What follows belongs to an exercise in optimizing a design on an open flow for small area; a production flow would make more cautious choices.
In this exercise RTL edits were held to simulation tests only and were not proved equivalent to the original.

== P ==
==> flow/design.v (excerpt) <==
module dac_output_conditioner
#(
  parameter int DAC_DATA_WIDTH = 14,
  parameter int IN_DATA_WIDTH  = 16,
  parameter int GAIN_WIDTH     = 16
) (
  input  logic                             aclk,
  input  logic                             rst,
  input  logic signed [IN_DATA_WIDTH-1:0]  in_a,
  input  logic signed [IN_DATA_WIDTH-1:0]  in_b,
  input  logic signed [GAIN_WIDTH-1:0]     gain_a,
  input  logic signed [GAIN_WIDTH-1:0]     gain_b,
  input  logic signed [DAC_DATA_WIDTH-1:0] offset_a,
  input  logic signed [DAC_DATA_WIDTH-1:0] offset_b,
  input  logic                             enable_a,
  input  logic                             enable_b,
  input  logic [dac_cond_pkg::ENV_W-1:0]   ramp_step,
  input  logic                             sat_clr,
  output logic signed [DAC_DATA_WIDTH-1:0] dat_a_o,
  output logic signed [DAC_DATA_WIDTH-1:0] dat_b_o,
  output logic [1:0]                       state_a,
  output logic [1:0]                       state_b,
  output logic [dac_cond_pkg::SAT_CNT_W-1:0] sat_cnt_a,
  output logic [dac_cond_pkg::SAT_CNT_W-1:0] sat_cnt_b
);
For scale: roughly 3100 cells after synthesis, about 200 flip-flops.
clock: 8.0 ns
lec_check: 0
cap_margin: 20
core_margin: 2
core_utilization: 40
cts_buf_list: sky130_fd_sc_hd__clkbuf_4 sky130_fd_sc_hd__clkbuf_8
gpl_timing_driven: 0
slew_margin: 20
synth_hierarchical: 1
run.sh (not shown) runs the stock make flow with config.mk's settings and CLKGATE_MAP_FILE= SYNTH_SCRIPT=/design/flow/synth_recipe.tcl, a recipe that flattens the netlist after the stock synthesis.
P was carried through to the last stage, and its layout satisfied the timing, design-rule and antenna checks.
Changes in Q relative to P:
- setting PLACE_DENSITY to 0.75 for the first time
Notes after the runs:
| buffering overhead | Q vs P | ≈ equal |. Higher final wirelength among Q and P: Q. A endpoint of the worst setup timing path of u_ch_b.p2_q[16]$_DFF_P_ is what P shows, while u_ch_a.p2_q[14]$_DFF_P_ belongs to Q. Per the comparison of Q with P, number of buffers other than clock buffers in the final layout grew by 1, clock-buffer cell count grew by 1.
Modified inputs, R compared to Q
- CAP_MARGIN: 20 -> 5
- SLEW_MARGIN: 20 -> 5
- PLACE_DENSITY: 0.75 -> unset
Findings:
- Summary of R over Q: setup slack fell by 0.070 ns, final RePlAce weighted congestion fell by 0.064, synthesis-to-layout area growth stayed essentially flat.
- Against Q, R comes in 2 lower on antenna diode instance count.
- NOTE: routed wire length in R falls short of that of Q
Here is what was changed in the inputs of S compared with R.
- CAP_MARGIN now 20, was 5
- PLACE_DENSITY now 0.5, previously not set
- SLEW_MARGIN now 20, was 5
==> comparison <==
Lower via count goes to R over S. From R to S the numbers moved as follows: global-route usage climbed 1.6 points, placement-stage cell area rose by 0.88%. Compare R and S | via count of the first global-routing pass lower: R. R → S: setup slack saw an increase; required time of the worst setup path saw a decrease. Summary: with R as the reference, detailed-route vias per instance in S moved up slightly. Maximum net fanout on the critical path for S: 2 down relative to R.
diff inputs: S => T
- a deleted PLACE_DENSITY that had been 0.5
- a deleted GPL_TIMING_DRIVEN that had been 0
Results
S completed; timing, DRC and antenna clean
Having completed the whole flow, T delivered a layout that passed the timing, design-rule and antenna checks.
Per the comparison of T with S, number of filler instances in the final layout closely matched the old numbers, via count of the first global-routing pass dropped 1599, wire length moved down, area enclosed by the die boundary stayed essentially flat, core utilization increased 0.37 points.
Relative to S, the final critical-path setup slack of T is higher by 0.090 ns.

---

dac_output_conditioner, a different RTL version from the one above (not shown whole).
Size: about 3400 cells after synthesis, roughly 180 I/O pins, roughly 0.031 sq mm of cells after synthesis.
Settings: LEC_CHECK=0, CAP_MARGIN=20, CORE_MARGIN=2, CORE_UTILIZATION=40, GPL_TIMING_DRIVEN=0, SLEW_MARGIN=20, SYNTH_HIERARCHICAL=1; clock period 8.0 ns.
==> next run, changes <==
Settings changed: GPL_TIMING_DRIVEN 0 to default.
Effect:
- design area is lower by 0.68%
- final cell count is higher by 1.5%
- non-clock buffer count is higher by 69
- worst setup slack is better by 0.066 ns

---

## main
Another version of the RTL of dac_output_conditioner (not shown whole).
For scale: ~3300 cells after synthesis, roughly 180 I/O pins, ~33000 sq um of cells after synthesis.
make LEC_CHECK=0 CAP_MARGIN=0 CORE_MARGIN=2 CORE_UTILIZATION=55 SLEW_MARGIN=0 SYNTH_HIERARCHICAL=1 finish   # period 8.0 ns
### main -> the feature branch
# main
export LEC_CHECK = 0
export CAP_MARGIN = 0
export CORE_MARGIN = 2
export CORE_UTILIZATION = 55
export SLEW_MARGIN = 0
export SYNTH_HIERARCHICAL = 1
create_clock -name core_clock -period 8.0 [get_ports {aclk}]
# the feature branch
export LEC_CHECK = 0
export CAP_MARGIN = 20
export CORE_MARGIN = 2
export CORE_UTILIZATION = 40
export SLEW_MARGIN = 20
export SYNTH_HIERARCHICAL = 1
create_clock -name core_clock -period 8.0 [get_ports {aclk}]
Results
- As far as clock network latency to the later pin of the worst-skew pair is concerned, main and the feature branch perform about the same.
- The feature branch -> main: area of combinational cells with multiple inputs flat
- Of the two candidates, main has the better final instance area and the feature branch the worse one.
- When the feature branch is set beside main, its share of final layout cell area taken by clock buffers and inverters turns out to be 0.17 points smaller.

---

dac_output_conditioner, a different RTL version from the one above (not shown whole).
For scale: ~3000 cells after synthesis, ~30000 sq um of cells after synthesis.
==> flow/design.v (excerpt) <==
module dac_output_conditioner
#(
  parameter int DAC_DATA_WIDTH = 14,
  parameter int IN_DATA_WIDTH  = 16,
  parameter int GAIN_WIDTH     = 16
) (
  input  logic                             aclk,
  input  logic                             rst,
  input  logic signed [IN_DATA_WIDTH-1:0]  in_a,
  input  logic signed [IN_DATA_WIDTH-1:0]  in_b,
  input  logic signed [GAIN_WIDTH-1:0]     gain_a,
  input  logic signed [GAIN_WIDTH-1:0]     gain_b,
  input  logic signed [DAC_DATA_WIDTH-1:0] offset_a,
  input  logic signed [DAC_DATA_WIDTH-1:0] offset_b,
  input  logic                             enable_a,
  input  logic                             enable_b,
  input  logic [dac_cond_pkg::ENV_W-1:0]   ramp_step,
  input  logic                             sat_clr,
  output logic signed [DAC_DATA_WIDTH-1:0] dat_a_o,
  output logic signed [DAC_DATA_WIDTH-1:0] dat_b_o,
  output logic [1:0]                       state_a,
  output logic [1:0]                       state_b,
  output logic [dac_cond_pkg::SAT_CNT_W-1:0] sat_cnt_a,
  output logic [dac_cond_pkg::SAT_CNT_W-1:0] sat_cnt_b
);
make LEC_CHECK=0 CAP_MARGIN=10 CORE_MARGIN=2 CORE_UTILIZATION=40 SLEW_MARGIN=10 SYNTH_HIERARCHICAL=1 finish   # period 8.0 ns
==> next run, changes <==
Settings changed: CAP_MARGIN 10 to 0, SLEW_MARGIN 10 to 0.
After rerunning:
- synthesized cell count is unchanged
- cell area is unchanged
- sequential cell count does not change
- setup slack does not change
- die area is unchanged
==> next run, changes <==
Settings changed: CAP_MARGIN 0 to 20, SLEW_MARGIN 0 to 20.
The new run completed with no timing, DRC or antenna violations; sequential cell count stays the same; cell area is unchanged; cell count stays the same; clock-buffer cell count stays the same; worst hold slack stays the same; sequential share of layout area does not change; critical path depth is unchanged; non-clock buffer count is unchanged.

---

Another version of the RTL of dac_output_conditioner (not shown whole).
Size in the first run: about 200 flip-flops, ~180 I/O pins, ~30000 um2 of cells after synthesis.
Settings: LEC_CHECK=0, CAP_MARGIN=20, CORE_MARGIN=2, CORE_UTILIZATION=40, SLEW_MARGIN=20, SYNTH_HIERARCHICAL=1; clock period 8.0 ns.
Then changed:
- CTS_BUF_LIST: unset -> sky130_fd_sc_hd__clkbuf_4 sky130_fd_sc_hd__clkbuf_8
- GPL_TIMING_DRIVEN: unset -> 0
Result:
- The changed run completed with no timing, DRC or antenna violations
- routed wire length shrinks by a few percent
- global-route usage shrinks by 0.49 points
- utilization shrinks by 0.93 points
- via count shrinks slightly
- non-clock buffer count shrinks by 126
- worst setup slack degrades by 0.093 ns

what the ideal ports hide:
Ports are ideal in the flow. The routed layouts listed here were re-timed in OpenROAD. Step 1: set_driving_cell puts a clkbuf_16 on aclk and a buf_2 on each other input, an assumption about the parent block. Step 2, shift: input delay + t, output delay - t, t = (earliest + latest rising clock arrival at the registers) / 2. This alone moves slack from input paths to output paths. Three values: no drivers, after step 1, after step 2; two values: the first two.
| run | shift t [ns] | setup slack, ns | hold WS [ns] | slew at the worst register clock pin (ns) | pins driven straight from the clock port |
|---|---|---|---|---|---|
| P | 0.554 | 0.442 / 0.447 / -0.084 | 0.322 / 0.322 / 0.322 | 0.10 / 0.10 | 1 |
| Q | 0.534 | 0.366 / 0.388 / -0.146 | 0.329 / 0.329 / 0.329 | 0.10 / 0.10 | 1 |
| R | 0.550 | 0.295 / 0.321 / -0.230 | 0.326 / 0.326 / 0.326 | 0.11 / 0.11 | 1 |
| S | 0.540 | 0.372 / 0.404 / -0.136 | 0.327 / 0.327 / 0.327 | 0.11 / 0.11 | 1 |
| T | 0.550 | 0.462 / 0.462 / 0.039 | 0.333 / 0.333 / 0.333 | 0.11 / 0.11 | 1 |
| the first run of note 2 | 0.523 | 0.313 / 0.313 / -0.117 | 0.317 / 0.317 / 0.317 | 0.08 / 0.08 | 1 |
| the second run of note 2 | 0.522 | 0.378 / 0.412 / -0.109 | 0.326 / 0.326 / 0.326 | 0.08 / 0.08 | 1 |
| main | 0.536 | 0.531 / 0.543 / 0.021 | 0.326 / 0.326 / 0.326 | 0.08 / 0.08 | 1 |
| the feature branch | 0.543 | 0.535 / 0.535 / 0.217 | 0.319 / 0.319 / 0.319 | 0.08 / 0.08 | 1 |
| the first run of note 4 | 0.516 | 0.365 / 0.397 / -0.119 | 0.323 / 0.323 / 0.323 | 0.09 / 0.09 | 1 |
| the second run of note 4 | 0.516 | 0.365 / 0.397 / -0.119 | 0.323 / 0.323 / 0.323 | 0.09 / 0.09 | 1 |
| the third run of note 4 | 0.516 | 0.365 / 0.397 / -0.119 | 0.323 / 0.323 / 0.323 | 0.09 / 0.09 | 1 |
| the first run of note 5 | 0.502 | 0.456 / 0.456 / 0.118 | 0.323 / 0.323 / 0.323 | 0.07 / 0.07 | 1 |
| the second run of note 5 | 0.558 | 0.363 / 0.396 / -0.162 | 0.329 / 0.329 / 0.329 | 0.12 / 0.12 | 1 |
With both steps, setup timing fails in 10 of these runs, where it was met with ideal ports. For P, which loses most, drivers alone change the setup slack by +0.005 ns; drivers and shift together by -0.526 ns.
